This is an optimization exercise on Yosys and OpenROAD, whose aim is a short achievable clock period, few clock cycles per item and low power, not a production implementation. Function was checked by simulation only, so behaviour that the tests miss may differ from the original. Power and IR drop assume default switching activity.

===== flow/config.mk =====
export PLATFORM = sky130hd
export DESIGN_NAME = fragment_reassembly_tracker_core
export DESIGN_NICKNAME = fragment_reassembly_tracker_core
export VERILOG_FILES = /design/flow/design.v
export SDC_FILE = /design/flow/constraint.sdc
export NUM_CORES = 4
export LEC_CHECK = 0
export CAP_MARGIN = 20
export CORE_MARGIN = 2
export CORE_UTILIZATION = 40
export CTS_BUF_LIST = sky130_fd_sc_hd__clkbuf_16
export CTS_CLUSTER_DIAMETER = 80
export CTS_CLUSTER_SIZE = 25
export PLACE_DENSITY = 0.6
export SETUP_SLACK_MARGIN = 3.0
export SLEW_MARGIN = 20
export TNS_END_PERCENT = 0

===== flow/constraint.sdc =====
create_clock -name core_clock -period 7.5 [get_ports {clk_i}]
set_input_delay 1.5000 -clock core_clock [delete_from_list [all_inputs] [get_ports {clk_i}]]
set_output_delay 1.5000 -clock core_clock [all_outputs]
set_load 0.01 [all_outputs]

===== flow/design.v =====
package frt_pkg;
  localparam int unsigned FRT_MAX_FRAGS = 64;
  localparam int unsigned FUNC_W    = 1;
  localparam int unsigned KIND_W    = 2;
  localparam int unsigned MSG_W     = 16;
  localparam int unsigned FRAG_W    = 8;
  localparam int unsigned CNT_W     = 7;
  localparam int unsigned BYTES_W   = 16;
  localparam int unsigned OFFSET_W  = 24;
  localparam int unsigned ACTION_W  = 3;
  localparam int unsigned CFG_IDX_W = 2;
  localparam logic [FUNC_W-1:0] FUNC_START  = 1'b0;
  localparam logic [FUNC_W-1:0] FUNC_PACKET = 1'b1;
  localparam logic [KIND_W-1:0] KIND_DATA = 2'd0;
  localparam logic [KIND_W-1:0] KIND_NACK = 2'd1;
  localparam logic [CFG_IDX_W-1:0] CFG_MSG_HDR   = 2'd0;
  localparam logic [CFG_IDX_W-1:0] CFG_PKT_HDR   = 2'd1;
  localparam logic [CFG_IDX_W-1:0] CFG_PAGE      = 2'd2;
  localparam logic [CFG_IDX_W-1:0] CFG_FULL_FRAG = 2'd3;
  typedef enum logic [ACTION_W-1:0] {
    ACT_CLEARED         = 3'd0,
    ACT_ACCEPTED        = 3'd1,
    ACT_IGNORED         = 3'd2,
    ACT_DROPPED         = 3'd3,
    ACT_RESEND          = 3'd4,
    ACT_NACK_UNANSWERED = 3'd5,
    ACT_OTHER           = 3'd6
  } action_e;
endpackage
module fragment_reassembly_tracker_core #(
  parameter int unsigned MAX_FRAGS = frt_pkg::FRT_MAX_FRAGS
) (
  input  logic                            clk_i,
  input  logic                            rst_ni,
  input  logic                            cfg_we_i,
  input  logic [frt_pkg::CFG_IDX_W-1:0]   cfg_index_i,
  input  logic [frt_pkg::BYTES_W-1:0]     cfg_data_i,
  input  logic                            in_valid_i,
  output logic                            in_ready_o,
  input  logic [frt_pkg::FUNC_W-1:0]      func_i,
  input  logic [frt_pkg::KIND_W-1:0]      packet_kind_i,
  input  logic [frt_pkg::MSG_W-1:0]       message_number_i,
  input  logic [frt_pkg::FRAG_W-1:0]      fragment_number_i,
  input  logic [frt_pkg::CNT_W-1:0]       total_fragments_i,
  input  logic [frt_pkg::BYTES_W-1:0]     fragment_bytes_i,
  input  logic [frt_pkg::BYTES_W-1:0]     header_bytes_i,
  input  logic [frt_pkg::BYTES_W-1:0]     max_data_bytes_i,
  input  logic                            request_pending_i,
  output logic                            out_valid_o,
  input  logic                            out_ready_i,
  output logic [frt_pkg::ACTION_W-1:0]    action_o,
  output logic [frt_pkg::OFFSET_W-1:0]    page_offset_o,
  output logic [frt_pkg::BYTES_W-1:0]     copy_bytes_o,
  output logic [frt_pkg::BYTES_W-1:0]     resend_fragment_bytes_o,
  output logic                            message_complete_o
);
  localparam int unsigned IdxW  = (MAX_FRAGS > 1) ? $clog2(MAX_FRAGS) : 1;
  localparam int unsigned BW    = frt_pkg::BYTES_W;
  localparam int unsigned OW    = frt_pkg::OFFSET_W;
  localparam int unsigned FW    = frt_pkg::FRAG_W;
  localparam int unsigned CW    = frt_pkg::CNT_W;
  localparam int unsigned MW    = frt_pkg::MSG_W;
  localparam int unsigned DivW  = BW + 1;
  localparam int unsigned StepW = $clog2(DivW + 1);
  function automatic logic [BW-1:0] sub_sat(input logic [BW-1:0] a, input logic [BW-1:0] b);
    sub_sat = (a > b) ? a - b : '0;
  endfunction
  logic [BW-1:0]        mh_q, ph_q, page_q, full_q;
  logic [MW-1:0]        cur_msg_q;
  logic                 active_q;
  logic [MAX_FRAGS-1:0] map_q;
  logic [CW-1:0]        count_q;
  logic [BW-1:0]        first_q;
  logic                 div_done_q;
  logic [StepW-1:0]     step_q;
  logic                 out_valid_q;
  logic [2:0]           out_action_q;
  logic [OW:0]          out_offs_a_q, out_offs_b_q;
  logic [BW-1:0]        out_copy_q;
  logic                 out_rs_full_q;
  logic                 out_complete_q;
  logic                 is_start, is_nack, is_data, pend;
  logic                 frag_zero, frag_in, last_frag, more_frags, maxd_zero, need_div;
  logic [IdxW-1:0]      frag_idx;
  logic [FW:0]          frag_p1;
  logic [DivW-1:0]      dvd, hdr_sum;
  assign is_start   = (func_i == frt_pkg::FUNC_START);
  assign is_nack    = !is_start && (packet_kind_i == frt_pkg::KIND_NACK);
  assign is_data    = !is_start && (packet_kind_i == frt_pkg::KIND_DATA);
  assign pend       = request_pending_i;
  assign frag_zero  = (fragment_number_i == '0);
  assign frag_in    = (fragment_number_i < FW'(MAX_FRAGS));
  assign frag_idx   = fragment_number_i[IdxW-1:0];
  assign frag_p1    = {1'b0, fragment_number_i} + (FW + 1)'(1);
  assign last_frag  = (frag_p1 == (FW + 1)'(total_fragments_i));
  assign more_frags = (frag_p1 < (FW + 1)'(total_fragments_i));
  assign maxd_zero  = (max_data_bytes_i == '0);
  assign need_div   = is_nack && pend && !frag_zero && last_frag && !maxd_zero;
  assign dvd        = {1'b0, mh_q} + {1'b0, page_q};
  assign hdr_sum    = {1'b0, ph_q} + {1'b0, mh_q};
  logic                 in_accept;
  assign in_ready_o = (!need_div || div_done_q) && (!out_valid_q || out_ready_i);
  assign in_accept  = in_valid_i && in_ready_o;
  logic                 div_step, dbit_q, cfg_we_q;
  logic [StepW-1:0]     step_d;
  logic [DivW-1:0]      div_sh;
  logic [DivW:0]        div_tr, dvd_ext;
  logic [BW-1:0]        rem_next;
  assign div_step = in_valid_i && need_div && !div_done_q && !cfg_we_q && !out_valid_q;
  assign dvd_ext  = {dvd, 1'b0};
  assign div_sh   = {out_copy_q, dbit_q};
  assign div_tr   = {1'b0, div_sh} - {2'b0, max_data_bytes_i};
  assign rem_next = div_tr[DivW] ? div_sh[BW-1:0] : div_tr[BW-1:0];
  logic [StepW-1:0]     dvd_lz;
  always_comb begin
    dvd_lz = StepW'(DivW - 1);
    for (int i = 0; i < DivW; i++) begin
      if (dvd[i]) begin
        dvd_lz = StepW'(DivW - 1 - i);
      end
    end
  end
  always_comb begin
    step_d = step_q;
    if (in_accept || cfg_we_q) begin
      step_d = dvd_lz;
    end else if (div_step) begin
      step_d = step_q + StepW'(1);
    end
  end
  always_ff @(posedge clk_i or negedge rst_ni) begin
    if (!rst_ni) begin
      div_done_q <= 1'b0;
      step_q     <= StepW'(4);
      dbit_q     <= 1'b0;
      cfg_we_q   <= 1'b0;
    end else begin
      step_q   <= step_d;
      dbit_q   <= dvd_ext[DivW-step_d];
      cfg_we_q <= cfg_we_i;
      if (in_accept) begin
        div_done_q <= 1'b0;
      end else if (div_step) begin
        if (step_q == StepW'(DivW - 1)) begin
          div_done_q <= 1'b1;
        end
      end
    end
  end
  logic [MW-1:0]        next_msg;
  logic                 msg_only, opens, new_open, seen, msg_match;
  logic [BW-1:0]        data_len, zero_len;
  logic [BW+1:0]        zl_diff;
  logic [CW-1:0]        count_inc;
  logic [OW:0]          offs_a, offs_b;
  assign next_msg   = cur_msg_q + MW'(1);
  assign opens      = !active_q || (next_msg == message_number_i);
  assign new_open   = opens && frag_zero && pend;
  assign seen       = !new_open && map_q[frag_idx];
  assign msg_match  = new_open || (active_q && (cur_msg_q == message_number_i));
  assign msg_only   = frag_zero && ({1'b0, fragment_bytes_i} == hdr_sum);
  assign data_len   = sub_sat(fragment_bytes_i, header_bytes_i);
  assign zl_diff    = {2'b0, is_nack ? max_data_bytes_i : fragment_bytes_i}
                    + {2'b11, is_nack ? '1 : ~header_bytes_i}
                    + {2'b11, ~mh_q} + (BW + 2)'(2);
  assign zero_len   = zl_diff[BW+1] ? '0 : zl_diff[BW-1:0];
  assign count_inc  = (new_open ? '0 : count_q) + CW'(1);
  frt_offs u_offs (
    .nack_i  (is_nack),
    .frag_i  (fragment_number_i),
    .maxd_i  (max_data_bytes_i),
    .first_i (first_q),
    .mh_i    (mh_q),
    .sum_a_o (offs_a),
    .sum_b_o (offs_b)
  );
  logic [2:0]           r_action;
  logic                 r_offs_on;
  logic [BW-1:0]        r_copy;
  logic                 r_rs_full;
  logic                 r_complete, r_accept;
  always_comb begin
    r_action   = frt_pkg::ACT_IGNORED;
    r_offs_on  = 1'b0;
    r_copy     = '0;
    r_rs_full  = 1'b0;
    r_complete = 1'b0;
    r_accept   = 1'b0;
    if (is_start) begin
      r_action = frt_pkg::ACT_CLEARED;
    end else if (is_nack) begin
      if (pend) begin
        r_action  = frt_pkg::ACT_RESEND;
        r_offs_on = !frag_zero;
        if (frag_zero) begin
          r_copy = zero_len;
        end else if (last_frag) begin
          r_copy = maxd_zero ? (dvd[DivW-1] ? '1 : dvd[BW-1:0]) : out_copy_q;
        end else begin
          r_copy = max_data_bytes_i;
        end
        r_rs_full = more_frags;
      end else begin
        r_action = frt_pkg::ACT_NACK_UNANSWERED;
      end
    end else if (!is_data) begin
      r_action = frt_pkg::ACT_OTHER;
    end else if (opens && !new_open) begin
      r_action = frt_pkg::ACT_IGNORED;
    end else if (!msg_match) begin
      r_action = frt_pkg::ACT_IGNORED;
    end else if (!frag_in) begin
      r_action = frt_pkg::ACT_DROPPED;
    end else if (seen) begin
      r_action = frt_pkg::ACT_IGNORED;
    end else if (!msg_only && frag_zero && !pend) begin
      r_action = frt_pkg::ACT_DROPPED;
    end else begin
      r_action   = frt_pkg::ACT_ACCEPTED;
      r_accept   = 1'b1;
      r_complete = (count_inc == total_fragments_i);
      if (msg_only) begin
        r_copy = '0;
      end else if (frag_zero) begin
        r_copy = zero_len;
      end else begin
        r_copy    = data_len;
        r_offs_on = 1'b1;
      end
    end
  end
  always_ff @(posedge clk_i or negedge rst_ni) begin
    if (!rst_ni) begin
      mh_q        <= BW'(32);
      ph_q        <= BW'(28);
      page_q      <= BW'(4096);
      full_q      <= BW'(1500);
      cur_msg_q   <= '0;
      active_q    <= 1'b0;
      map_q       <= '0;
      count_q     <= '0;
      first_q     <= '0;
      out_valid_q <= 1'b0;
    end else begin
      if (cfg_we_i) begin
        case (cfg_index_i)
          frt_pkg::CFG_MSG_HDR:   mh_q   <= cfg_data_i;
          frt_pkg::CFG_PKT_HDR:   ph_q   <= cfg_data_i;
          frt_pkg::CFG_PAGE:      page_q <= cfg_data_i;
          default:                full_q <= cfg_data_i;
        endcase
      end
      if (in_accept) begin
        out_valid_q <= 1'b1;
      end else if (out_ready_i) begin
        out_valid_q <= 1'b0;
      end
      if (in_accept) begin
        if (is_start) begin
          cur_msg_q <= '0;
          active_q  <= 1'b0;
          map_q     <= '0;
          count_q   <= '0;
          first_q   <= '0;
        end else if (r_accept) begin
          cur_msg_q <= message_number_i;
          active_q  <= 1'b1;
          map_q     <= (new_open ? '0 : map_q) | (MAX_FRAGS'(1) << frag_idx);
          count_q   <= count_inc;
          if (frag_zero) begin
            first_q <= msg_only ? '0 : zero_len;
          end
        end
      end
    end
  end
  always_ff @(posedge clk_i) begin
    if (in_accept) begin
      out_action_q   <= r_action;
      out_offs_a_q   <= offs_a & {(OW + 1){r_offs_on}};
      out_offs_b_q   <= offs_b & {(OW + 1){r_offs_on}};
      out_rs_full_q  <= r_rs_full;
      out_complete_q <= r_complete;
    end
  end
  always_ff @(posedge clk_i or negedge rst_ni) begin
    if (!rst_ni) begin
      out_copy_q <= '0;
    end else if (in_accept) begin
      out_copy_q <= r_copy;
    end else if (out_valid_q && out_ready_i) begin
      out_copy_q <= '0;
    end else if (div_step) begin
      out_copy_q <= rem_next;
    end
  end
  logic [OW:0]          offs_sum;
  logic [DivW:0]        rs_sum;
  assign offs_sum = out_offs_a_q + out_offs_b_q;
  assign rs_sum = {2'b0, ph_q} + {2'b0, out_copy_q};
  always_comb begin
    if (out_rs_full_q) begin
      resend_fragment_bytes_o = full_q;
    end else if (out_action_q == frt_pkg::ACT_RESEND) begin
      resend_fragment_bytes_o = (rs_sum[DivW:BW] != '0) ? '1 : rs_sum[BW-1:0];
    end else begin
      resend_fragment_bytes_o = '0;
    end
  end
  assign out_valid_o        = out_valid_q;
  assign action_o           = out_action_q;
  assign page_offset_o      = (offs_sum[OW] && (out_action_q == frt_pkg::ACT_RESEND)) ? '0
                                                                                : offs_sum[OW-1:0];
  assign copy_bytes_o       = out_copy_q;
  assign message_complete_o = out_complete_q;
endmodule
module frt_offs (
  input  logic        nack_i,
  input  logic [7:0]  frag_i,
  input  logic [15:0] maxd_i,
  input  logic [15:0] first_i,
  input  logic [15:0] mh_i,
  output logic [24:0] sum_a_o,
  output logic [24:0] sum_b_o
);
  logic t0, t1, t2, t3, t4, t5, t6, t7, t8, t9, t10, t11, t12, t13, t14, t15, t16, t17, t18, t19, t20, t21, t22, t23, t24, t25, t26, t27, t28, t29, t30, t31, t32, t33, t34, t35, t36, t37, t38, t39, t40, t41, t42, t43, t44, t45, t46, t47, t48, t49, t50, t51, t52, t53, t54, t55, t56, t57, t58, t59, t60, t61, t62, t63, t64, t65, t66, t67, t68, t69, t70, t71, t72, t73, t74, t75, t76, t77, t78, t79, t80, t81, t82, t83, t84, t85, t86, t87, t88, t89, t90, t91, t92, t93, t94, t95, t96, t97, t98, t99, t100, t101, t102, t103, t104, t105, t106, t107, t108, t109, t110, t111, t112, t113, t114, t115, t116, t117, t118, t119, t120, t121, t122, t123, t124, t125, t126, t127, t128, t129, t130, t131, t132, t133, t134, t135, t136, t137, t138, t139, t140, t141, t142, t143, t144, t145, t146, t147, t148, t149, t150, t151, t152, t153, t154, t155, t156, t157, t158, t159, t160, t161, t162, t163, t164, t165, t166, t167, t168, t169, t170, t171, t172, t173, t174, t175, t176, t177, t178, t179, t180, t181, t182, t183, t184, t185, t186, t187, t188, t189, t190, t191, t192, t193, t194, t195, t196, t197, t198, t199, t200, t201, t202, t203, t204, t205, t206, t207, t208, t209, t210, t211, t212, t213, t214, t215, t216, t217, t218, t219, t220, t221, t222, t223, t224, t225, t226, t227, t228, t229, t230, t231, t232, t233, t234, t235, t236, t237, t238, t239, t240, t241, t242, t243, t244, t245, t246, t247, t248, t249, t250, t251, t252, t253, t254, t255, t256, t257, t258, t259, t260, t261, t262, t263, t264, t265, t266, t267, t268, t269, t270, t271, t272, t273, t274, t275, t276, t277, t278, t279, t280, t281, t282, t283, t284, t285, t286, t287, t288, t289, t290, t291, t292, t293, t294, t295, t296, t297, t298, t299, t300, t301, t302, t303, t304, t305, t306, t307, t308, t309, t310, t311, t312, t313, t314, t315, t316, t317, t318, t319, t320, t321, t322, t323, t324, t325, t326, t327, t328, t329, t330, t331, t332, t333, t334, t335, t336, t337, t338, t339, t340, t341, t342, t343, t344, t345, t346, t347, t348, t349, t350, t351, t352, t353, t354, t355, t356, t357, t358, t359, t360, t361, t362, t363, t364, t365, t366, t367, t368, t369, t370, t371, t372, t373, t374, t375, t376, t377, t378, t379, t380, t381, t382, t383, t384, t385, t386, t387, t388, t389, t390, t391, t392, t393, t394, t395;
  assign t0 = (frag_i[0] & maxd_i[0]);
  assign t1 = (!nack_i & first_i[0]);
  assign t2 = (nack_i ? ~mh_i[0] : ~maxd_i[0]);
  assign t3 = (frag_i[0] & maxd_i[1]);
  assign t4 = (frag_i[1] & maxd_i[0]);
  assign t5 = (!nack_i & first_i[1]);
  assign t6 = (nack_i ? ~mh_i[1] : ~maxd_i[1]);
  assign t7 = (frag_i[0] & maxd_i[2]);
  assign t8 = (frag_i[1] & maxd_i[1]);
  assign t9 = (frag_i[2] & maxd_i[0]);
  assign t10 = (!nack_i & first_i[2]);
  assign t11 = (nack_i ? ~mh_i[2] : ~maxd_i[2]);
  assign t12 = (frag_i[0] & maxd_i[3]);
  assign t13 = (frag_i[1] & maxd_i[2]);
  assign t14 = (frag_i[2] & maxd_i[1]);
  assign t15 = (frag_i[3] & maxd_i[0]);
  assign t16 = (!nack_i & first_i[3]);
  assign t17 = (nack_i ? ~mh_i[3] : ~maxd_i[3]);
  assign t18 = (frag_i[0] & maxd_i[4]);
  assign t19 = (frag_i[1] & maxd_i[3]);
  assign t20 = (frag_i[2] & maxd_i[2]);
  assign t21 = (frag_i[3] & maxd_i[1]);
  assign t22 = (frag_i[4] & maxd_i[0]);
  assign t23 = (!nack_i & first_i[4]);
  assign t24 = (nack_i ? ~mh_i[4] : ~maxd_i[4]);
  assign t25 = (frag_i[0] & maxd_i[5]);
  assign t26 = (frag_i[1] & maxd_i[4]);
  assign t27 = (frag_i[2] & maxd_i[3]);
  assign t28 = (frag_i[3] & maxd_i[2]);
  assign t29 = (frag_i[4] & maxd_i[1]);
  assign t30 = (frag_i[5] & maxd_i[0]);
  assign t31 = (!nack_i & first_i[5]);
  assign t32 = (nack_i ? ~mh_i[5] : ~maxd_i[5]);
  assign t33 = (frag_i[0] & maxd_i[6]);
  assign t34 = (frag_i[1] & maxd_i[5]);
  assign t35 = (frag_i[2] & maxd_i[4]);
  assign t36 = (frag_i[3] & maxd_i[3]);
  assign t37 = (frag_i[4] & maxd_i[2]);
  assign t38 = (frag_i[5] & maxd_i[1]);
  assign t39 = (nack_i ? (frag_i[6] & maxd_i[0]) : first_i[6]);
  assign t40 = (nack_i ? ~mh_i[6] : ~maxd_i[6]);
  assign t41 = (frag_i[0] & maxd_i[7]);
  assign t42 = (frag_i[1] & maxd_i[6]);
  assign t43 = (frag_i[2] & maxd_i[5]);
  assign t44 = (frag_i[3] & maxd_i[4]);
  assign t45 = (frag_i[4] & maxd_i[3]);
  assign t46 = (frag_i[5] & maxd_i[2]);
  assign t47 = (nack_i ? (frag_i[6] & maxd_i[1]) : first_i[7]);
  assign t48 = (nack_i & frag_i[7] & maxd_i[0]);
  assign t49 = (nack_i ? ~mh_i[7] : ~maxd_i[7]);
  assign t50 = (frag_i[0] & maxd_i[8]);
  assign t51 = (frag_i[1] & maxd_i[7]);
  assign t52 = (frag_i[2] & maxd_i[6]);
  assign t53 = (frag_i[3] & maxd_i[5]);
  assign t54 = (frag_i[4] & maxd_i[4]);
  assign t55 = (frag_i[5] & maxd_i[3]);
  assign t56 = (nack_i ? (frag_i[6] & maxd_i[2]) : first_i[8]);
  assign t57 = (nack_i & frag_i[7] & maxd_i[1]);
  assign t58 = (nack_i ? ~mh_i[8] : ~maxd_i[8]);
  assign t59 = (frag_i[0] & maxd_i[9]);
  assign t60 = (frag_i[1] & maxd_i[8]);
  assign t61 = (frag_i[2] & maxd_i[7]);
  assign t62 = (frag_i[3] & maxd_i[6]);
  assign t63 = (frag_i[4] & maxd_i[5]);
  assign t64 = (frag_i[5] & maxd_i[4]);
  assign t65 = (nack_i ? (frag_i[6] & maxd_i[3]) : first_i[9]);
  assign t66 = (nack_i & frag_i[7] & maxd_i[2]);
  assign t67 = (nack_i ? ~mh_i[9] : ~maxd_i[9]);
  assign t68 = (frag_i[0] & maxd_i[10]);
  assign t69 = (frag_i[1] & maxd_i[9]);
  assign t70 = (frag_i[2] & maxd_i[8]);
  assign t71 = (frag_i[3] & maxd_i[7]);
  assign t72 = (frag_i[4] & maxd_i[6]);
  assign t73 = (frag_i[5] & maxd_i[5]);
  assign t74 = (nack_i ? (frag_i[6] & maxd_i[4]) : first_i[10]);
  assign t75 = (nack_i & frag_i[7] & maxd_i[3]);
  assign t76 = (nack_i ? ~mh_i[10] : ~maxd_i[10]);
  assign t77 = (frag_i[0] & maxd_i[11]);
  assign t78 = (frag_i[1] & maxd_i[10]);
  assign t79 = (frag_i[2] & maxd_i[9]);
  assign t80 = (frag_i[3] & maxd_i[8]);
  assign t81 = (frag_i[4] & maxd_i[7]);
  assign t82 = (frag_i[5] & maxd_i[6]);
  assign t83 = (nack_i ? (frag_i[6] & maxd_i[5]) : first_i[11]);
  assign t84 = (nack_i & frag_i[7] & maxd_i[4]);
  assign t85 = (nack_i ? ~mh_i[11] : ~maxd_i[11]);
  assign t86 = (frag_i[0] & maxd_i[12]);
  assign t87 = (frag_i[1] & maxd_i[11]);
  assign t88 = (frag_i[2] & maxd_i[10]);
  assign t89 = (frag_i[3] & maxd_i[9]);
  assign t90 = (frag_i[4] & maxd_i[8]);
  assign t91 = (frag_i[5] & maxd_i[7]);
  assign t92 = (nack_i ? (frag_i[6] & maxd_i[6]) : first_i[12]);
  assign t93 = (nack_i & frag_i[7] & maxd_i[5]);
  assign t94 = (nack_i ? ~mh_i[12] : ~maxd_i[12]);
  assign t95 = (frag_i[0] & maxd_i[13]);
  assign t96 = (frag_i[1] & maxd_i[12]);
  assign t97 = (frag_i[2] & maxd_i[11]);
  assign t98 = (frag_i[3] & maxd_i[10]);
  assign t99 = (frag_i[4] & maxd_i[9]);
  assign t100 = (frag_i[5] & maxd_i[8]);
  assign t101 = (nack_i ? (frag_i[6] & maxd_i[7]) : first_i[13]);
  assign t102 = (nack_i & frag_i[7] & maxd_i[6]);
  assign t103 = (nack_i ? ~mh_i[13] : ~maxd_i[13]);
  assign t104 = (frag_i[0] & maxd_i[14]);
  assign t105 = (frag_i[1] & maxd_i[13]);
  assign t106 = (frag_i[2] & maxd_i[12]);
  assign t107 = (frag_i[3] & maxd_i[11]);
  assign t108 = (frag_i[4] & maxd_i[10]);
  assign t109 = (frag_i[5] & maxd_i[9]);
  assign t110 = (nack_i ? (frag_i[6] & maxd_i[8]) : first_i[14]);
  assign t111 = (nack_i & frag_i[7] & maxd_i[7]);
  assign t112 = (nack_i ? ~mh_i[14] : ~maxd_i[14]);
  assign t113 = (frag_i[0] & maxd_i[15]);
  assign t114 = (frag_i[1] & maxd_i[14]);
  assign t115 = (frag_i[2] & maxd_i[13]);
  assign t116 = (frag_i[3] & maxd_i[12]);
  assign t117 = (frag_i[4] & maxd_i[11]);
  assign t118 = (frag_i[5] & maxd_i[10]);
  assign t119 = (nack_i ? (frag_i[6] & maxd_i[9]) : first_i[15]);
  assign t120 = (nack_i & frag_i[7] & maxd_i[8]);
  assign t121 = (nack_i ? ~mh_i[15] : ~maxd_i[15]);
  assign t122 = (frag_i[1] & maxd_i[15]);
  assign t123 = (frag_i[2] & maxd_i[14]);
  assign t124 = (frag_i[3] & maxd_i[13]);
  assign t125 = (frag_i[4] & maxd_i[12]);
  assign t126 = (frag_i[5] & maxd_i[11]);
  assign t127 = (nack_i & frag_i[6] & maxd_i[10]);
  assign t128 = (nack_i & frag_i[7] & maxd_i[9]);
  assign t129 = (frag_i[2] & maxd_i[15]);
  assign t130 = (frag_i[3] & maxd_i[14]);
  assign t131 = (frag_i[4] & maxd_i[13]);
  assign t132 = (frag_i[5] & maxd_i[12]);
  assign t133 = (nack_i & frag_i[6] & maxd_i[11]);
  assign t134 = (nack_i & frag_i[7] & maxd_i[10]);
  assign t135 = (frag_i[3] & maxd_i[15]);
  assign t136 = (frag_i[4] & maxd_i[14]);
  assign t137 = (frag_i[5] & maxd_i[13]);
  assign t138 = (nack_i & frag_i[6] & maxd_i[12]);
  assign t139 = (nack_i & frag_i[7] & maxd_i[11]);
  assign t140 = (frag_i[4] & maxd_i[15]);
  assign t141 = (frag_i[5] & maxd_i[14]);
  assign t142 = (nack_i & frag_i[6] & maxd_i[13]);
  assign t143 = (nack_i & frag_i[7] & maxd_i[12]);
  assign t144 = (frag_i[5] & maxd_i[15]);
  assign t145 = (nack_i & frag_i[6] & maxd_i[14]);
  assign t146 = (nack_i & frag_i[7] & maxd_i[13]);
  assign t147 = (nack_i & frag_i[6] & maxd_i[15]);
  assign t148 = (nack_i & frag_i[7] & maxd_i[14]);
  assign t149 = (nack_i & frag_i[7] & maxd_i[15]);
  assign t150 = ~t0;
  assign t151 = ~t122;
  assign t152 = ~t129;
  assign t153 = ~t135;
  assign t154 = ~t140;
  assign t155 = ~t144;
  assign t156 = ~t147;
  assign t157 = ~t149;
  assign t158 = ~t149;
  assign t159 = ~t149;
  assign t160 = t18 ^ t19;
  assign t161 = t18 & t19;
  assign t162 = t25 ^ t26 ^ t27;
  assign t163 = (t25 & t26) | (t25 & t27) | (t26 & t27);
  assign t164 = t28 ^ t29;
  assign t165 = t28 & t29;
  assign t166 = t33 ^ t34 ^ t35;
  assign t167 = (t33 & t34) | (t33 & t35) | (t34 & t35);
  assign t168 = t36 ^ t37 ^ t38;
  assign t169 = (t36 & t37) | (t36 & t38) | (t37 & t38);
  assign t170 = t41 ^ t42 ^ t43;
  assign t171 = (t41 & t42) | (t41 & t43) | (t42 & t43);
  assign t172 = t44 ^ t45 ^ t46;
  assign t173 = (t44 & t45) | (t44 & t46) | (t45 & t46);
  assign t174 = t47 ^ t48;
  assign t175 = t47 & t48;
  assign t176 = t50 ^ t51 ^ t52;
  assign t177 = (t50 & t51) | (t50 & t52) | (t51 & t52);
  assign t178 = t53 ^ t54 ^ t55;
  assign t179 = (t53 & t54) | (t53 & t55) | (t54 & t55);
  assign t180 = t56 ^ t57 ^ t58;
  assign t181 = (t56 & t57) | (t56 & t58) | (t57 & t58);
  assign t182 = t59 ^ t60 ^ t61;
  assign t183 = (t59 & t60) | (t59 & t61) | (t60 & t61);
  assign t184 = t62 ^ t63 ^ t64;
  assign t185 = (t62 & t63) | (t62 & t64) | (t63 & t64);
  assign t186 = t65 ^ t66 ^ t67;
  assign t187 = (t65 & t66) | (t65 & t67) | (t66 & t67);
  assign t188 = t68 ^ t69 ^ t70;
  assign t189 = (t68 & t69) | (t68 & t70) | (t69 & t70);
  assign t190 = t71 ^ t72 ^ t73;
  assign t191 = (t71 & t72) | (t71 & t73) | (t72 & t73);
  assign t192 = t74 ^ t75 ^ t76;
  assign t193 = (t74 & t75) | (t74 & t76) | (t75 & t76);
  assign t194 = t77 ^ t78 ^ t79;
  assign t195 = (t77 & t78) | (t77 & t79) | (t78 & t79);
  assign t196 = t80 ^ t81 ^ t82;
  assign t197 = (t80 & t81) | (t80 & t82) | (t81 & t82);
  assign t198 = t83 ^ t84 ^ t85;
  assign t199 = (t83 & t84) | (t83 & t85) | (t84 & t85);
  assign t200 = t86 ^ t87 ^ t88;
  assign t201 = (t86 & t87) | (t86 & t88) | (t87 & t88);
  assign t202 = t89 ^ t90 ^ t91;
  assign t203 = (t89 & t90) | (t89 & t91) | (t90 & t91);
  assign t204 = t92 ^ t93 ^ t94;
  assign t205 = (t92 & t93) | (t92 & t94) | (t93 & t94);
  assign t206 = t95 ^ t96 ^ t97;
  assign t207 = (t95 & t96) | (t95 & t97) | (t96 & t97);
  assign t208 = t98 ^ t99 ^ t100;
  assign t209 = (t98 & t99) | (t98 & t100) | (t99 & t100);
  assign t210 = t101 ^ t102 ^ t103;
  assign t211 = (t101 & t102) | (t101 & t103) | (t102 & t103);
  assign t212 = t104 ^ t105 ^ t106;
  assign t213 = (t104 & t105) | (t104 & t106) | (t105 & t106);
  assign t214 = t107 ^ t108 ^ t109;
  assign t215 = (t107 & t108) | (t107 & t109) | (t108 & t109);
  assign t216 = t110 ^ t111 ^ t112;
  assign t217 = (t110 & t111) | (t110 & t112) | (t111 & t112);
  assign t218 = t113 ^ t114 ^ t115;
  assign t219 = (t113 & t114) | (t113 & t115) | (t114 & t115);
  assign t220 = t116 ^ t117 ^ t118;
  assign t221 = (t116 & t117) | (t116 & t118) | (t117 & t118);
  assign t222 = t119 ^ t120 ^ t121;
  assign t223 = (t119 & t120) | (t119 & t121) | (t120 & t121);
  assign t224 = t123 ^ t124 ^ t125;
  assign t225 = (t123 & t124) | (t123 & t125) | (t124 & t125);
  assign t226 = t126 ^ t127 ^ t128;
  assign t227 = (t126 & t127) | (t126 & t128) | (t127 & t128);
  assign t228 = t130 ^ t131 ^ t132;
  assign t229 = (t130 & t131) | (t130 & t132) | (t131 & t132);
  assign t230 = t133 ^ t134;
  assign t231 = t133 & t134;
  assign t232 = t136 ^ t137 ^ t138;
  assign t233 = (t136 & t137) | (t136 & t138) | (t137 & t138);
  assign t234 = t3 ^ t4;
  assign t235 = t3 & t4;
  assign t236 = t7 ^ t8 ^ t9;
  assign t237 = (t7 & t8) | (t7 & t9) | (t8 & t9);
  assign t238 = t12 ^ t13 ^ t14;
  assign t239 = (t12 & t13) | (t12 & t14) | (t13 & t14);
  assign t240 = t15 ^ t16;
  assign t241 = t15 & t16;
  assign t242 = t160 ^ t20 ^ t21;
  assign t243 = (t160 & t20) | (t160 & t21) | (t20 & t21);
  assign t244 = t22 ^ t23 ^ t24;
  assign t245 = (t22 & t23) | (t22 & t24) | (t23 & t24);
  assign t246 = t162 ^ t164 ^ t30;
  assign t247 = (t162 & t164) | (t162 & t30) | (t164 & t30);
  assign t248 = t31 ^ t32 ^ t161;
  assign t249 = (t31 & t32) | (t31 & t161) | (t32 & t161);
  assign t250 = t166 ^ t168 ^ t39;
  assign t251 = (t166 & t168) | (t166 & t39) | (t168 & t39);
  assign t252 = t40 ^ t163 ^ t165;
  assign t253 = (t40 & t163) | (t40 & t165) | (t163 & t165);
  assign t254 = t170 ^ t172 ^ t174;
  assign t255 = (t170 & t172) | (t170 & t174) | (t172 & t174);
  assign t256 = t49 ^ t167 ^ t169;
  assign t257 = (t49 & t167) | (t49 & t169) | (t167 & t169);
  assign t258 = t176 ^ t178 ^ t180;
  assign t259 = (t176 & t178) | (t176 & t180) | (t178 & t180);
  assign t260 = t171 ^ t173 ^ t175;
  assign t261 = (t171 & t173) | (t171 & t175) | (t173 & t175);
  assign t262 = t182 ^ t184 ^ t186;
  assign t263 = (t182 & t184) | (t182 & t186) | (t184 & t186);
  assign t264 = t177 ^ t179 ^ t181;
  assign t265 = (t177 & t179) | (t177 & t181) | (t179 & t181);
  assign t266 = t188 ^ t190 ^ t192;
  assign t267 = (t188 & t190) | (t188 & t192) | (t190 & t192);
  assign t268 = t183 ^ t185 ^ t187;
  assign t269 = (t183 & t185) | (t183 & t187) | (t185 & t187);
  assign t270 = t194 ^ t196 ^ t198;
  assign t271 = (t194 & t196) | (t194 & t198) | (t196 & t198);
  assign t272 = t189 ^ t191 ^ t193;
  assign t273 = (t189 & t191) | (t189 & t193) | (t191 & t193);
  assign t274 = t200 ^ t202 ^ t204;
  assign t275 = (t200 & t202) | (t200 & t204) | (t202 & t204);
  assign t276 = t195 ^ t197 ^ t199;
  assign t277 = (t195 & t197) | (t195 & t199) | (t197 & t199);
  assign t278 = t206 ^ t208 ^ t210;
  assign t279 = (t206 & t208) | (t206 & t210) | (t208 & t210);
  assign t280 = t201 ^ t203 ^ t205;
  assign t281 = (t201 & t203) | (t201 & t205) | (t203 & t205);
  assign t282 = t212 ^ t214 ^ t216;
  assign t283 = (t212 & t214) | (t212 & t216) | (t214 & t216);
  assign t284 = t207 ^ t209 ^ t211;
  assign t285 = (t207 & t209) | (t207 & t211) | (t209 & t211);
  assign t286 = t218 ^ t220 ^ t222;
  assign t287 = (t218 & t220) | (t218 & t222) | (t220 & t222);
  assign t288 = t213 ^ t215 ^ t217;
  assign t289 = (t213 & t215) | (t213 & t217) | (t215 & t217);
  assign t290 = t224 ^ t226 ^ t151;
  assign t291 = (t224 & t226) | (t224 & t151) | (t226 & t151);
  assign t292 = t219 ^ t221 ^ t223;
  assign t293 = (t219 & t221) | (t219 & t223) | (t221 & t223);
  assign t294 = t228 ^ t230 ^ t122;
  assign t295 = (t228 & t230) | (t228 & t122) | (t230 & t122);
  assign t296 = t152 ^ t225 ^ t227;
  assign t297 = (t152 & t225) | (t152 & t227) | (t225 & t227);
  assign t298 = t232 ^ t139 ^ t129;
  assign t299 = (t232 & t139) | (t232 & t129) | (t139 & t129);
  assign t300 = t153 ^ t229 ^ t231;
  assign t301 = (t153 & t229) | (t153 & t231) | (t229 & t231);
  assign t302 = t141 ^ t142 ^ t143;
  assign t303 = (t141 & t142) | (t141 & t143) | (t142 & t143);
  assign t304 = t135 ^ t154 ^ t233;
  assign t305 = (t135 & t154) | (t135 & t233) | (t154 & t233);
  assign t306 = t145 ^ t146 ^ t140;
  assign t307 = (t145 & t146) | (t145 & t140) | (t146 & t140);
  assign t308 = t234 ^ t5;
  assign t309 = t234 & t5;
  assign t310 = t236 ^ t10 ^ t11;
  assign t311 = (t236 & t10) | (t236 & t11) | (t10 & t11);
  assign t312 = t238 ^ t240 ^ t17;
  assign t313 = (t238 & t240) | (t238 & t17) | (t240 & t17);
  assign t314 = t242 ^ t244 ^ t239;
  assign t315 = (t242 & t244) | (t242 & t239) | (t244 & t239);
  assign t316 = t246 ^ t248 ^ t243;
  assign t317 = (t246 & t248) | (t246 & t243) | (t248 & t243);
  assign t318 = t250 ^ t252 ^ t247;
  assign t319 = (t250 & t252) | (t250 & t247) | (t252 & t247);
  assign t320 = t254 ^ t256 ^ t251;
  assign t321 = (t254 & t256) | (t254 & t251) | (t256 & t251);
  assign t322 = t258 ^ t260 ^ t255;
  assign t323 = (t258 & t260) | (t258 & t255) | (t260 & t255);
  assign t324 = t262 ^ t264 ^ t259;
  assign t325 = (t262 & t264) | (t262 & t259) | (t264 & t259);
  assign t326 = t266 ^ t268 ^ t263;
  assign t327 = (t266 & t268) | (t266 & t263) | (t268 & t263);
  assign t328 = t270 ^ t272 ^ t267;
  assign t329 = (t270 & t272) | (t270 & t267) | (t272 & t267);
  assign t330 = t274 ^ t276 ^ t271;
  assign t331 = (t274 & t276) | (t274 & t271) | (t276 & t271);
  assign t332 = t278 ^ t280 ^ t275;
  assign t333 = (t278 & t280) | (t278 & t275) | (t280 & t275);
  assign t334 = t282 ^ t284 ^ t279;
  assign t335 = (t282 & t284) | (t282 & t279) | (t284 & t279);
  assign t336 = t286 ^ t288 ^ t283;
  assign t337 = (t286 & t288) | (t286 & t283) | (t288 & t283);
  assign t338 = t290 ^ t292 ^ t287;
  assign t339 = (t290 & t292) | (t290 & t287) | (t292 & t287);
  assign t340 = t294 ^ t296 ^ t291;
  assign t341 = (t294 & t296) | (t294 & t291) | (t296 & t291);
  assign t342 = t298 ^ t300 ^ t295;
  assign t343 = (t298 & t300) | (t298 & t295) | (t300 & t295);
  assign t344 = t302 ^ t304 ^ t299;
  assign t345 = (t302 & t304) | (t302 & t299) | (t304 & t299);
  assign t346 = t306 ^ t155 ^ t303;
  assign t347 = (t306 & t155) | (t306 & t303) | (t155 & t303);
  assign t348 = t148 ^ t144 ^ t156;
  assign t349 = (t148 & t144) | (t148 & t156) | (t144 & t156);
  assign t350 = t1 ^ t2;
  assign t351 = t1 & t2;
  assign t352 = t308 ^ t6 ^ t0;
  assign t353 = (t308 & t6) | (t308 & t0) | (t6 & t0);
  assign t354 = t310 ^ t235 ^ t309;
  assign t355 = (t310 & t235) | (t310 & t309) | (t235 & t309);
  assign t356 = t312 ^ t237 ^ t311;
  assign t357 = (t312 & t237) | (t312 & t311) | (t237 & t311);
  assign t358 = t314 ^ t241 ^ t313;
  assign t359 = (t314 & t241) | (t314 & t313) | (t241 & t313);
  assign t360 = t316 ^ t245 ^ t315;
  assign t361 = (t316 & t245) | (t316 & t315) | (t245 & t315);
  assign t362 = t318 ^ t249 ^ t317;
  assign t363 = (t318 & t249) | (t318 & t317) | (t249 & t317);
  assign t364 = t320 ^ t253 ^ t319;
  assign t365 = (t320 & t253) | (t320 & t319) | (t253 & t319);
  assign t366 = t322 ^ t257 ^ t321;
  assign t367 = (t322 & t257) | (t322 & t321) | (t257 & t321);
  assign t368 = t324 ^ t261 ^ t323;
  assign t369 = (t324 & t261) | (t324 & t323) | (t261 & t323);
  assign t370 = t326 ^ t265 ^ t325;
  assign t371 = (t326 & t265) | (t326 & t325) | (t265 & t325);
  assign t372 = t328 ^ t269 ^ t327;
  assign t373 = (t328 & t269) | (t328 & t327) | (t269 & t327);
  assign t374 = t330 ^ t273 ^ t329;
  assign t375 = (t330 & t273) | (t330 & t329) | (t273 & t329);
  assign t376 = t332 ^ t277 ^ t331;
  assign t377 = (t332 & t277) | (t332 & t331) | (t277 & t331);
  assign t378 = t334 ^ t281 ^ t333;
  assign t379 = (t334 & t281) | (t334 & t333) | (t281 & t333);
  assign t380 = t336 ^ t285 ^ t335;
  assign t381 = (t336 & t285) | (t336 & t335) | (t285 & t335);
  assign t382 = t338 ^ t289 ^ t337;
  assign t383 = (t338 & t289) | (t338 & t337) | (t289 & t337);
  assign t384 = t340 ^ t293 ^ t339;
  assign t385 = (t340 & t293) | (t340 & t339) | (t293 & t339);
  assign t386 = t342 ^ t297 ^ t341;
  assign t387 = (t342 & t297) | (t342 & t341) | (t297 & t341);
  assign t388 = t344 ^ t301 ^ t343;
  assign t389 = (t344 & t301) | (t344 & t343) | (t301 & t343);
  assign t390 = t346 ^ t305 ^ t345;
  assign t391 = (t346 & t305) | (t346 & t345) | (t305 & t345);
  assign t392 = t348 ^ t307 ^ t347;
  assign t393 = (t348 & t307) | (t348 & t347) | (t307 & t347);
  assign t394 = t147 ^ t157 ^ t349;
  assign t395 = (t147 & t157) | (t147 & t349) | (t157 & t349);
  assign sum_a_o = {t159, t158, t394, t392, t390, t388, t386, t384, t382, t380, t378, t376, t374, t372, t370, t368, t366, t364, t362, t360, t358, t356, t354, t352, t350};
  assign sum_b_o = {1'b0, t395, t393, t391, t389, t387, t385, t383, t381, t379, t377, t375, t373, t371, t369, t367, t365, t363, t361, t359, t357, t355, t353, t351, t150};
endmodule

===== flow/run.sh =====
#!/bin/bash
# synth_recipe.tcl (not shown) runs the flow's synth.tcl, then flattens the netlist and writes it again
# the make line also repeats each setting of config.mk as NAME=value (left out here)
make -C /OpenROAD-flow-scripts/flow DESIGN_CONFIG=/design/flow/config.mk WORK_HOME=/design/flow/orfs CLKGATE_MAP_FILE= SYNTH_SCRIPT=/design/flow/synth_recipe.tcl finish

==> impl_metrics.json, run 1 <==
{
  "via_count_of_the_first_global_routing_pass": 18960,
  "synth_largest_area_cell": "dfrtp_1",
  "core_area_mm2": 0.05520,
  "asr_flop_ratio_synth_pct": 78.46,
  "max_slew.worst_pin.slew_ps": 1020,
  "worst-setup-path-type": "in2reg",
  "grt.met3_usage_pct": 3.386,
  "grt_antenna_before_repair": 6,
  "post_synth_inst_count": 2434,
  "layout_commonest_cell": "inv_1",
  "cts_tree": "done",
  "required_ps": 7950,
  "cts_buffer_depth": 3,
  "design.die.area_mm2": 0.05790,
  "netlist.area_leader.share_pct": 20.11,
  "area_growth_pct": 17.88,
  "netlist_area_mm2": 0.02240,
  "worstPathArrival_ps": 5850,
  "i_o_pins": 168,
  "totalPowerFinal_mw": 5.354,
  "drv_cap": 0,
  "detailed_place_hpwl_um": 54340,
  "drtAntennaViolNets": 0,
  "maximum_clock_frequency_mhz": 185.2,
  "maxSlewHeadroom_pct": 31.27,
  "synth-warning-count": 1,
  "grtUsageTotal_pct": 24.04,
  "grt_pass1_wl_um": 108200,
  "route.vias.total": 19310,
  "cts_htree_levels": 1,
  "report.final.hold_viol_count": 0,
  "drcViolationCount": 0,
  "synthesis.nets": 2820,
  "seq_total_area_yosys_pct": 28.74,
  "cts-hold-fix-buffers": 0,
  "groute.layer.met2.usage_pct": 38.74,
  "drt-initial-drc-count": 1471,
  "final_cycle_utilization_of_the_critical_path_pct": 71.99,
  "nNetsFinal": 2979,
  "gr-max-usage-layer": "met2",
  "finalMaxSlewViolations": 0,
  "fin_worst_skew_ps": 36.31,
  "grt_overflow": 0,
  "run_status": "finished clean",
  "path_max_fanout": 29,
  "final_routed_wire_length_divided_by_cell_count_um": 21.00,
  "cts.sinks": 246,
  "clock_latency_ps": 580,
  "irDropWorstVdd_mv": 0.1495,
  "finalSetupTns_ps": 0,
  "most_instantiated_flip_flop_cell_in_the_synthesis_netlist": "dfrtp_1",
  "timing.critical_path.from_type": "input pin",
  "synth-edff-count": 53,
  "placement_rows": 86,
  "layout_common_cells": "inv_1, nand2_1, nor2_1",
  "synthesis.area_per_instance_um2": 9.202,
  "reg2reg_setup_slack_ps": 2110,
  "worst_setup_hold_path_clk_slew_ps": 90,
  "die_width_um": 240.6,
  "wl_um": 70540,
  "root_buffer": "clkbuf_16",
  "floorplan.initialDensity_pct": 40.57,
  "die_h_um": 240.6,
  "grt_max_degree": 73,
  "post_synth_num_cell_types": 77,
  "setup-violations-final": 0,
  "type_of_the_worst_min_delay_path": "reg2reg",
  "power_density_mw_per_mm2": 202.8,
  "portBuffers": 167,
  "globalplace.congestion": 0.9204,
  "avgViaCountPerCell": 5.748,
  "layout_top_registers": "map_q (64), out_offs_a_q (24), out_offs_b_q (24)",
  "max_flop_register": "map_q",
  "final.min_clock_period_ps": 5399,
  "count_of_state_elements_after_synthesis": 246,
  "groute.layer.met1.usage_pct": 33.71,
  "detail_route.first_pass.iterations": 6,
  "post_synth_main_area_contributors": "dfrtp_1, fa_1, ha_1, edfxtp_1, inv_1",
  "post_route_cells_drive_above_1_share_pct": 12.58,
  "leakagePower_nw": 11.53,
  "unrepaired_setup_endpoints_after_global_routing": "true",
  "tritoncts.num_buffers": 21,
  "largest_reg_flops": 64,
  "crit_path_end_kind": "register"
}
-- layout make-up --
| type | instances | area [µm²] |
|---|---|---|
| diodes | 3 | 7.507 |
| clock buffers | 22 | 550.5 |
| clock inverters | 16 | 190.2 |
| fillers | 5256 | 28800 |
| inverters | 215 | 820.8 |
| multi-input cells | 1857 | 15070 |
| flip-flops and latches | 246 | 6441 |
| well taps | 748 | 935.9 |
| repair buffers | 252 | 2381 |
-- synth_stat cells (all sizes together), types with 13 or more instances --
cell,number
a211oi,16
a21o,30
a21oi,136
a22o,22
a31oi,31
and2,62
and3,42
buf,23
clkbuf,95
dfrtp,180
dfstp,13
edfxtp,53
fa,132
ha,148
inv,215
mux2,54
mux4,21
nand2,207
nand2b,17
nand3,39
nand4,24
nor2,202
nor2b,19
nor3,42
nor4,16
o211ai,32
o21a,15
o21ai,142
o21bai,22
o2bb2ai,77
xnor2,90
xor2,62
-- final timing paths --
path | startpoint | end | depth (start not counted)
worst max register to register | mh_q[0] | dbit_q | 20
worst min-delay path | map_q[42] | map_q[42] | 1
worst min register to register | map_q[42] | map_q[42] | 1
worst max-delay path | func_i[0] | dbit_q | 24
min in group asynchronous | rst_ni | cur_msg_q[6] | 1
max in group asynchronous | rst_ni | out_copy_q[2] | 2
-- worst max-delay path, stage by stage --
cell and delay [ps]:
clkdlybuf4s50_1 470, buf_6 160, nand3b_1 80, buf_4 190, buf_4 230, nor2_1 140
buf_6 200, nand3_1 100, or4_1 540, buf_6 140, mux2_4 290, nand2_2 90
o31ai_4 90, inv_4 110, ha_4 230, inv_4 80, nor3_2 40, a31oi_1 250
buf_4 170, buf_4 90, o211ai_1 70, a21oi_1 170, o2111ai_1 140, a221oi_1 280
-- timing repair --
item                                    4_1_cts  5_1_grt
endpoints found under the setup margin      270      213
pin swaps                                    33       32
gates resized for setup                     185       45
setup buffers                                29       15
cloned                                        4        2
-- per-stage QoR --
stage | cell area [µm²] | hold WS, ps | utilization [%] | worst slack [ps] | std cells
after CTS | 26150 | 494.3 | 47.36 | 2140 | 3339
final | 26400 | 489.4 | 47.83 | 2101 | 3359
after global placement | 24900 | 465.2 | 45.10 | 907.7 | 3267
after floorplan | 22580 | 448.1 | - | 2137 | 2434
after detailed placement | 24920 | 468.2 | 45.14 | 725.6 | 3268
after global routing | 26390 | 503.9 | 47.81 | 1958 | 3356
-- routing by layer --
| metal | vias to the layer above | share of wire [%] |
|---|---|---|
| met5 | - | 0.024 |
| met4 | 4 | 3.0 |
| met3 | 123 | 6.6 |
| met2 | 665 | 46 |
| met1 | 9578 | 45 |
| li1 | 8938 | - |
-- cell families (layout without fill, tap and decap cells) --
| family | after synthesis | count (layout) | synth area share [%] |
|---|---|---|---|
| adder cells (fa/ha/maj) | 280 | 280 | 20.07 |
| multiplexers | 86 | 86 | 5.318 |
| AND/OR/NAND/NOR | 720 | 722 | 15.37 |
| AO/OA/AOI/OAI | 617 | 617 | 18.86 |
| buffers and inverters | 333 | 505 | 5.693 |
| XOR/XNOR | 152 | 152 | 5.944 |
| flip-flops | 246 | 246 | 28.74 |
| other | 0 | 3 | 0 |
-- where the power goes --
part,internal [mW],leakage [nW],switching (mW)
clock network,0.583,0.362,0.636
registers,1.47,3.06,0.0864
logic,1.08,8.10,1.50
total,3.13,11.5,2.22
Testbench counts, summed over its fixed seeds: cycles 3,573, items 3,355.
==> run 2, diff against run 1 <==
--- a/flow/config.mk
+++ b/flow/config.mk
@@ -8,9 +8,9 @@
 export CAP_MARGIN = 20
 export CORE_MARGIN = 2
 export CORE_UTILIZATION = 40
-export CTS_BUF_LIST = sky130_fd_sc_hd__clkbuf_16
-export CTS_CLUSTER_DIAMETER = 80
-export CTS_CLUSTER_SIZE = 25
+export CTS_BUF_LIST = sky130_fd_sc_hd__clkbuf_8
+export CTS_CLUSTER_DIAMETER = 60
+export CTS_CLUSTER_SIZE = 20
 export PLACE_DENSITY = 0.6
 export SETUP_SLACK_MARGIN = 3.0
 export SLEW_MARGIN = 20
==> run 2 against run 1 <==
Critical endpoint unchanged; non-clock buffer count fell by 16; maximum frequency fell by 2.6%; power fell by 4.6%; worst setup slack got worse by 140 ps; synthesized area did not move; critical path type unchanged.
==> impl_metrics.json, run 2 <==
{
  "run_status": "finished clean",
  "unrepaired_setup_endpoints_after_global_routing": "true",
  "p_sw_share_pct": 42.39,
  "post_synth_main_area_contributors": "dfrtp_1, fa_1, ha_1, edfxtp_1, inv_1",
  "cts_htree_levels": 1,
  "post_route_cells_drive_above_1_share_pct": 11.85,
  "root_buffer": "clkbuf_8",
  "synth-warning-count": 1,
  "i_o_pins": 168,
  "clock_latency_ps": 660,
  "drtAntennaViolNets": 0,
  "avgViaCountPerCell": 5.733,
  "synth_largest_area_cell": "dfrtp_1",
  "required_ps": 8020,
  "globalplace.congestion": 0.9204,
  "irDropWorstVdd_mv": 0.1236,
  "detailed_place_hpwl_um": 54340,
  "netlist_area_mm2": 0.02240,
  "maximum_clock_frequency_mhz": 180.5,
  "final.min_clock_period_ps": 5541,
  "uppermost_signal_routing_layer_after_detailed_routing": "met5",
  "synthesis.nets": 2820,
  "type_of_the_worst_min_delay_path": "reg2reg",
  "cts.sinks": 246,
  "power_density_mw_per_mm2": 196.0,
  "maxSlewHeadroom_pct": 31.66,
  "most_instantiated_flip_flop_cell_in_the_synthesis_netlist": "dfrtp_1",
  "detail_route.first_pass.iterations": 6,
  "nNetsFinal": 2971,
  "max_slew.worst_pin.slew_ps": 1014,
  "area_growth_pct": 16.38,
  "final_routed_wire_length_divided_by_cell_count_um": 20.90,
  "core_area_mm2": 0.05520,
  "die_h_um": 240.6,
  "setup-violations-final": 0,
  "cellInternalPower_mw": 2.944,
  "tritoncts.num_buffers": 29,
  "pwr-share-seq_pct": 30.5,
  "switchingPower_mw": 2.166,
  "grt_overflow": 0,
  "comb_power_share_pct": 49.3,
  "worst_setup_hold_path_clk_slew_ps": 90,
  "cts_tree": "done",
  "die_width_um": 240.6,
  "pre_cts_slack_ps": 725.6,
  "synth-edff-count": 53,
  "hold_depth": 1,
  "grt_max_degree": 73,
  "final_cell_area_mm2": 0.02607,
  "synthesis.area_per_instance_um2": 9.202,
  "seq_total_area_yosys_pct": 28.74,
  "max_flop_register": "map_q",
  "finalMaxSlewViolations": 0,
  "portBuffers": 167,
  "synth.most_common_cell": "inv_1",
  "leakagePower_nw": 11.35,
  "design.die.area_mm2": 0.05790,
  "netlist.area_leader.share_pct": 20.11,
  "share_clk_of_total_power_pct": 20.2,
  "met1Wirelength_um": 31090,
  "post_synth_inst_count": 2434,
  "synth.top_cells.by_count": "inv_1, nand2_1, nor2_1, dfrtp_1, ha_1",
  "worst-r2r-cell-count": 18,
  "drcViolationCount": 0,
  "met3RoutedLength_um": 4810,
  "drt-initial-drc-count": 1233,
  "via_count_of_the_first_global_routing_pass": 19120,
  "finalSetupTns_ps": 0,
  "cts_buffer_depth": 3,
  "layout_common_cells": "inv_1, nand2_1, nor2_1",
  "wl_met2_um": 32120,
  "layout_commonest_cell": "inv_1",
  "final_critical_path_setup_slack_ps": 1959,
  "count_of_state_elements_after_synthesis": 246,
  "dpl-instance-area_mm2": 0.02492,
  "path_max_fanout": 17,
  "fillers": 5321,
  "cts-hold-fix-buffers": 0,
  "asr_flop_ratio_synth_pct": 78.46,
  "drv_cap": 0,
  "route.vias.total": 19250,
  "report.final.hold_viol_count": 0,
  "grtUsageTotal_pct": 24.09,
  "grt_antenna_before_repair": 6,
  "final_cycle_utilization_of_the_critical_path_pct": 73.87,
  "placement_rows": 86,
  "floorplan.initialDensity_pct": 40.57,
  "grt_pass1_wl_um": 108500,
  "fin_worst_skew_ps": 39.02,
  "timing.critical_path.from_type": "input pin",
  "fin_util_pct": 47.22,
  "layout_top_registers": "map_q (64), out_offs_a_q (24), out_offs_b_q (24)",
  "wl_um": 70150,
  "worst-setup-path-type": "in2reg",
  "largest_reg_flops": 64,
  "worstPathArrival_ps": 6060,
  "post_synth_num_cell_types": 77,
  "crit_path_end_kind": "register"
}
[run 2: changes by cell type in the layout (fill, tap and decap cells not counted), moves of 3 or more]
cell	previous run	this run
clkbuf_8	1	30
clkbuf_16	23	0
buf_4	67	57
buf_6	10	4
clkbuf_2	5	1
clkinvlp_2	0	4
inv_12	4	0
clkdlybuf4s50_1	116	119
clkinv_4	1	4
dlymetal6s2s_1	4	1
inv_1	209	212
o21ai_0	128	131
[run 2: final timing paths]
kind | start | end | slack (ps)
min | map_q[42] | map_q[42] | 490
max reg2reg | mh_q[0] | dbit_q | 2240
max | fragment_number_i[5] | dbit_q | 1960
min in group asynchronous | rst_ni | cur_msg_q[7] | 780
min reg2reg | map_q[42] | map_q[42] | 490
max in group asynchronous | rst_ni | out_copy_q[1] | 5280
[run 2: metrics by stage]
step                std cells  hold slack, ps  total power [mW]
CTS                      3347           492.2             5.059
global route             3355           500.9             5.464
floorplan                2434           448.1             3.248
finish                   3357           489.3             5.109
global placement         3267           465.2             3.944
detailed placement       3268           468.2             3.986
[run 2: kinds of logic after synthesis]
kind of cell             count (synthesis)  share of synthesized area [%]
AND/OR/NAND/NOR                        720                          15.37
AO/OA/AOI/OAI                          617                          18.86
buffers and inverters                  333                          5.693
adder cells (fa/ha/maj)                280                          20.07
flip-flops                             246                          28.74
XOR/XNOR                               152                          5.944
multiplexers                            86                          5.318
[run 2: cell type report]
| cell class | instances | area, µm² | share of cell area (%) |
|---|---|---|---|
| well taps | 748 | 935.9 | 3.591 |
| diodes | 2 | 5.005 | 0.01920 |
| clock inverters | 24 | 207.7 | 0.7969 |
| flip-flops and latches | 246 | 6441 | 24.71 |
| multi-input cells | 1857 | 15020 | 57.64 |
| inverters | 215 | 820.8 | 3.149 |
| clock buffers | 29 | 399.1 | 1.531 |
| repair buffers | 236 | 2231 | 8.559 |
[run 2: routing by layer]
| metal | track usage, % | up-vias |
|---|---|---|
| li1 | - | 8918 |
| met5 | 0 | - |
| met2 | 38.67 | 617 |
| met4 | 7.096 | 6 |
| met1 | 33.30 | 9583 |
| met3 | 4.243 | 123 |
[run 2: worst max-delay path, cell delays in order]
cell and delay [ps]:
clkdlybuf4s50_1 510, and2_4 190, nand4_1 130, xnor2_1 170, ha_1 340, nand3_1 130, nor2_1 160, nand3_2 120
or4_1 500, buf_6 190, mux2_4 310, nand2_2 90, o31ai_4 110, inv_4 120, ha_4 230, inv_4 80
nor3_2 40, a31oi_1 220, or3b_1 360, a21oi_1 140, o2111ai_1 140, a221oi_1 280
[run 2: power by group through the flow]
stage	clock (mW)	combinational [mW]	sequential, mW
CTS	1.06	2.44	1.56
finish	1.03	2.52	1.56
global route	1.11	2.79	1.57
global placement	0	2.36	1.58
floorplan	0	1.70	1.55
detailed placement	0	2.40	1.58
[run 2: timing repair]
item	4_1_cts	5_1_grt
gates resized for setup	171	29
endpoints found under the hold margin	0	0
endpoints found under the setup margin	270	213
pin swaps	26	20
gates cloned	4	0
buffers inserted	22	8
==> run 3, diff against run 2 <==
==> flow/flow/run.sh (new file) <==
#!/bin/bash
# The standard layout, with the input and output ports buffered by buf_4
# cells instead of the default port buffer. Full tool output: flow.log.
set -euo pipefail
export BUFFER_PORTS_ARGS="-buffer_cell sky130_fd_sc_hd__buf_4"
bash standard.sh > flow.log 2>&1
==> flow/standard.sh (new file) <==
#!/bin/bash
# synth_recipe.tcl (not shown) runs the flow's synth.tcl, then flattens the netlist and writes it again
# the make line also repeats each setting of config.mk as NAME=value (left out here)
make -C /OpenROAD-flow-scripts/flow DESIGN_CONFIG=/design/flow/config.mk WORK_HOME=/design/flow/orfs CLKGATE_MAP_FILE= SYNTH_SCRIPT=/design/flow/synth_recipe.tcl "${@:-finish}"
removed: flow/run.sh
==> run 3 against run 2 <==
Die area is the same; register-to-register slack is essentially flat; cell count shrank 0.45%; largest power group unchanged; sequential power is essentially flat; still clean on timing, DRC and antenna; worst setup slack gained 210 ps; critical path depth shrank 6; power grew 2.9%.
==> impl_metrics.json, run 3 <==
{
  "run_status": "finished clean",
  "pwr-share-seq_pct": 29.7,
  "die_width_um": 240.6,
  "i_o_pins": 168,
  "cts_htree_levels": 2,
  "fin_worst_skew_ps": 42.30,
  "final.min_clock_period_ps": 5327,
  "p_sw_share_pct": 43.25,
  "synth_largest_area_cell": "dfrtp_1",
  "die_h_um": 240.6,
  "type_of_the_worst_min_delay_path": "reg2reg",
  "layout_common_cells": "inv_1, nand2_1, buf_4",
  "root_buffer": "clkbuf_8",
  "setup-violations-final": 0,
  "maxSlewHeadroom_pct": 21.65,
  "grt_antenna_before_repair": 5,
  "portBuffers": 167,
  "floorplan.initialDensity_pct": 40.57,
  "layout_top_registers": "map_q (64), out_offs_a_q (24), out_offs_b_q (24)",
  "dpl-instance-area_mm2": 0.02437,
  "worst-setup-path-type": "reg2out",
  "globalplace.congestion": 0.9103,
  "hold_start": "first_q[14]",
  "finalSetupTns_ps": 0,
  "grt_overflow": 0,
  "cellInternalPower_mw": 2.982,
  "worstPathArrival_ps": 3830,
  "crit-reg2reg-capture": "dbit_q",
  "irDropWorstVdd_mv": 0.1505,
  "fillers": 5349,
  "route.vias.total": 19430,
  "post_route_cells_drive_above_1_share_pct": 16.97,
  "cts_tree": "done",
  "share_clk_of_total_power_pct": 22.3,
  "path_max_fanout": 6,
  "detailed_place_hpwl_um": 55080,
  "required_ps": 6000,
  "wl_um": 71710,
  "report.final.hold_viol_count": 0,
  "switchingPower_mw": 2.273,
  "largest_reg_flops": 64,
  "design.die.area_mm2": 0.05790,
  "crit-reg2reg-launch": "mh_q[0]",
  "max_flop_register": "map_q",
  "area_growth_pct": 14.39,
  "final_cell_area_mm2": 0.02562,
  "placement_rows": 86,
  "grtUsageTotal_pct": 24.73,
  "grt_pass1_wl_um": 110200,
  "synth.top_cells.by_count": "inv_1, nand2_1, nor2_1, dfrtp_1, ha_1",
  "worst_hold_path.endpoint": "first_q[14]",
  "drt-initial-drc-count": 1610,
  "grt_max_degree": 80,
  "count_of_state_elements_after_synthesis": 246,
  "synth-edff-count": 53,
  "power_density_mw_per_mm2": 205.2,
  "avgViaCountPerCell": 5.814,
  "leakagePower_nw": 11.36,
  "layout_commonest_cell": "inv_1",
  "crit_path_end_kind": "primary output",
  "max_slew.worst_pin.slew_ps": 1171,
  "worst-r2r-cell-count": 18,
  "synthesis.area_per_instance_um2": 9.202,
  "final_cycle_utilization_of_the_critical_path_pct": 71.02,
  "netlist_area_mm2": 0.02240,
  "unrepaired_setup_endpoints_after_global_routing": "true",
  "synth-warning-count": 1,
  "maximum_clock_frequency_mhz": 187.7,
  "final_routed_wire_length_divided_by_cell_count_um": 21.46,
  "reg2reg_setup_slack_ps": 2250,
  "nNetsFinal": 2953,
  "seq_total_area_yosys_pct": 28.74,
  "most_instantiated_flip_flop_cell_in_the_synthesis_netlist": "dfrtp_1",
  "clock_latency_ps": 640,
  "tritoncts.num_buffers": 34,
  "netlist.area_leader.share_pct": 20.11,
  "synthesis.nets": 2820,
  "post_synth_main_area_contributors": "dfrtp_1, fa_1, ha_1, edfxtp_1, inv_1",
  "cts.sinks": 246,
  "drv_cap": 0,
  "drtAntennaViolNets": 0,
  "cts_buffer_depth": 3,
  "asr_flop_ratio_synth_pct": 78.46,
  "comb_power_share_pct": 48.0,
  "core_area_mm2": 0.05520,
  "via_count_of_the_first_global_routing_pass": 18770,
  "hold_depth": 1,
  "post_synth_num_cell_types": 77,
  "timing.critical_path.from_type": "register",
  "drcViolationCount": 0,
  "finalMaxSlewViolations": 0,
  "post_synth_inst_count": 2434,
  "cts-hold-fix-buffers": 0,
  "detail_route.first_pass.iterations": 5,
  "synth.most_common_cell": "inv_1",
  "worst_setup_hold_path_clk_slew_ps": 80
}
[run 3: cell counts after synthesis]
Identical to the previous run, type by type.
[run 3: worst max-delay path by stage]
stage	start	to	slack [ps]	depth (start not counted)
floorplan	fragment_number_i[3]	dbit_q	2140	21
global placement	fragment_number_i[0]	dbit_q	1070	20
detailed placement	fragment_number_i[0]	dbit_q	900	20
CTS	out_offs_a_q[1]	page_offset_o[23]	2190	15
global route	out_offs_b_q[0]	page_offset_o[7]	1980	16
finish	out_offs_b_q[0]	page_offset_o[20]	2170	16
[run 3: cell type report]
class	count	area, µm²	share of cell area, %
flip-flops and latches	246	6441	25.14
clock inverters	26	247.7	0.9670
clock buffers	36	495.5	1.934
inverters	215	824.5	3.219
diodes	1	2.502	0.009768
well taps	748	935.9	3.653
repair buffers	212	1674	6.535
multi-input cells	1858	15000	58.54
[run 3: power groups by stage]
stage               Clock [mW]  Sequential, mW  Combinational, mW
floorplan                    0            1.55               1.70
detailed placement           0            1.59               2.42
finish                    1.17            1.56               2.52
global route              1.25            1.57               2.78
CTS                       1.20            1.56               2.47
global placement             0            1.58               2.38
[run 3: through the flow]
step / instances / utilization (%) / power (mW) / setup slack (ps) / hold WS (ps)
after detailed placement: 3252 / 44.15 / 4.004 / 898.5 / 468.5
final: 3342 / 46.41 / 5.256 / 2173 / 485.7
after floorplan: 2434 / - / 3.248 / 2137 / 448.1
after global routing: 3342 / 46.41 / 5.601 / 1980 / 506.4
after CTS: 3334 / 46.07 / 5.232 / 2194 / 487.6
after global placement: 3252 / 44.15 / 3.968 / 1069 / 464.4
[run 3: metal layers]
metal | wire length [µm] | vias to the layer above | GRT usage (%) | share of wire [%]
met2 | 33170 | 667 | 38.90 | 46
met3 | 4989 | 113 | 4.083 | 7.0
met5 | 54 | - | 0 | 0.075
li1 | - | 8876 | - | -
met1 | 31670 | 9768 | 35.17 | 44
met4 | 1825 | 8 | 6.926 | 2.5
[run 3: critical path: stages, from the launching register on]
cell and delay (ps):
edfxtp_1 380, ha_2 220, fa_2 390, a21oi_2 140, o21bai_1 90, a21oi_1 220, o21bai_2 110, a21oi_2 200
o21ai_2 80, a21o_1 200, o211ai_1 310, a21oi_2 130, xor2_2 170, buf_4 140, and2_4 180, nor3_4 140
buf_6 120
[run 3: logic make-up (layout without fill, tap and decap cells)]
logic type / Yosys count / count (layout) / share of synthesized area (%)
and+or+nand+nor: 720 / 723 / 15.37
buffers and inverters: 333 / 489 / 5.693
AOI/OAI and AO/OA: 617 / 617 / 18.86
DFF: 246 / 246 / 28.74
muxes: 86 / 86 / 5.318
xor gates and xnor gates: 152 / 152 / 5.944
adders and majority gates: 280 / 280 / 20.07
other: 0 / 1 / 0
[run 3: what timing repair did]
| action | CTS | global route |
|---|---|---|
| setup buffers | 18 | 6 |
| pin swaps | 18 | 16 |
| resized for setup | 45 | 34 |
| endpoints found under the setup margin | 197 | 212 |
| gates cloned | 2 | 1 |
| hold endpoints to repair | 0 | 0 |

-- re-timing with driven ports --
No port has a modelled driver above. Below, the same layouts with a new extraction and two added sets of constraints.
Step 1 assumes that a clkbuf_16 drives the clock port and a buf_2 every other input.
Step 2 moves the port delays by t, midway between the first and last clock arrival at a register: inputs arrive t later, outputs are due t later. That takes back most of the time a late clock gives input paths.
Slacks: no drivers / after step 1 / after step 2; pairs: no drivers / after step 1.
| run | shift t [ns] | setup slack, ns | latest minus earliest clock arrival (ns) |
|---|---|---|---|
| run 1 | 0.613 | 2.101 / 2.112 / 1.521 | 0.036 / 0.036 |
| run 2 | 0.691 | 1.959 / 1.979 / 1.288 | 0.039 / 0.040 |
| run 3 | 0.670 | 2.173 / 2.116 / 1.582 | 0.047 / 0.046 |
After both steps setup and hold are still met in every run listed. For run 2, which loses most, drivers alone change the setup slack by +0.020 ns; drivers and shift together by -0.671 ns.
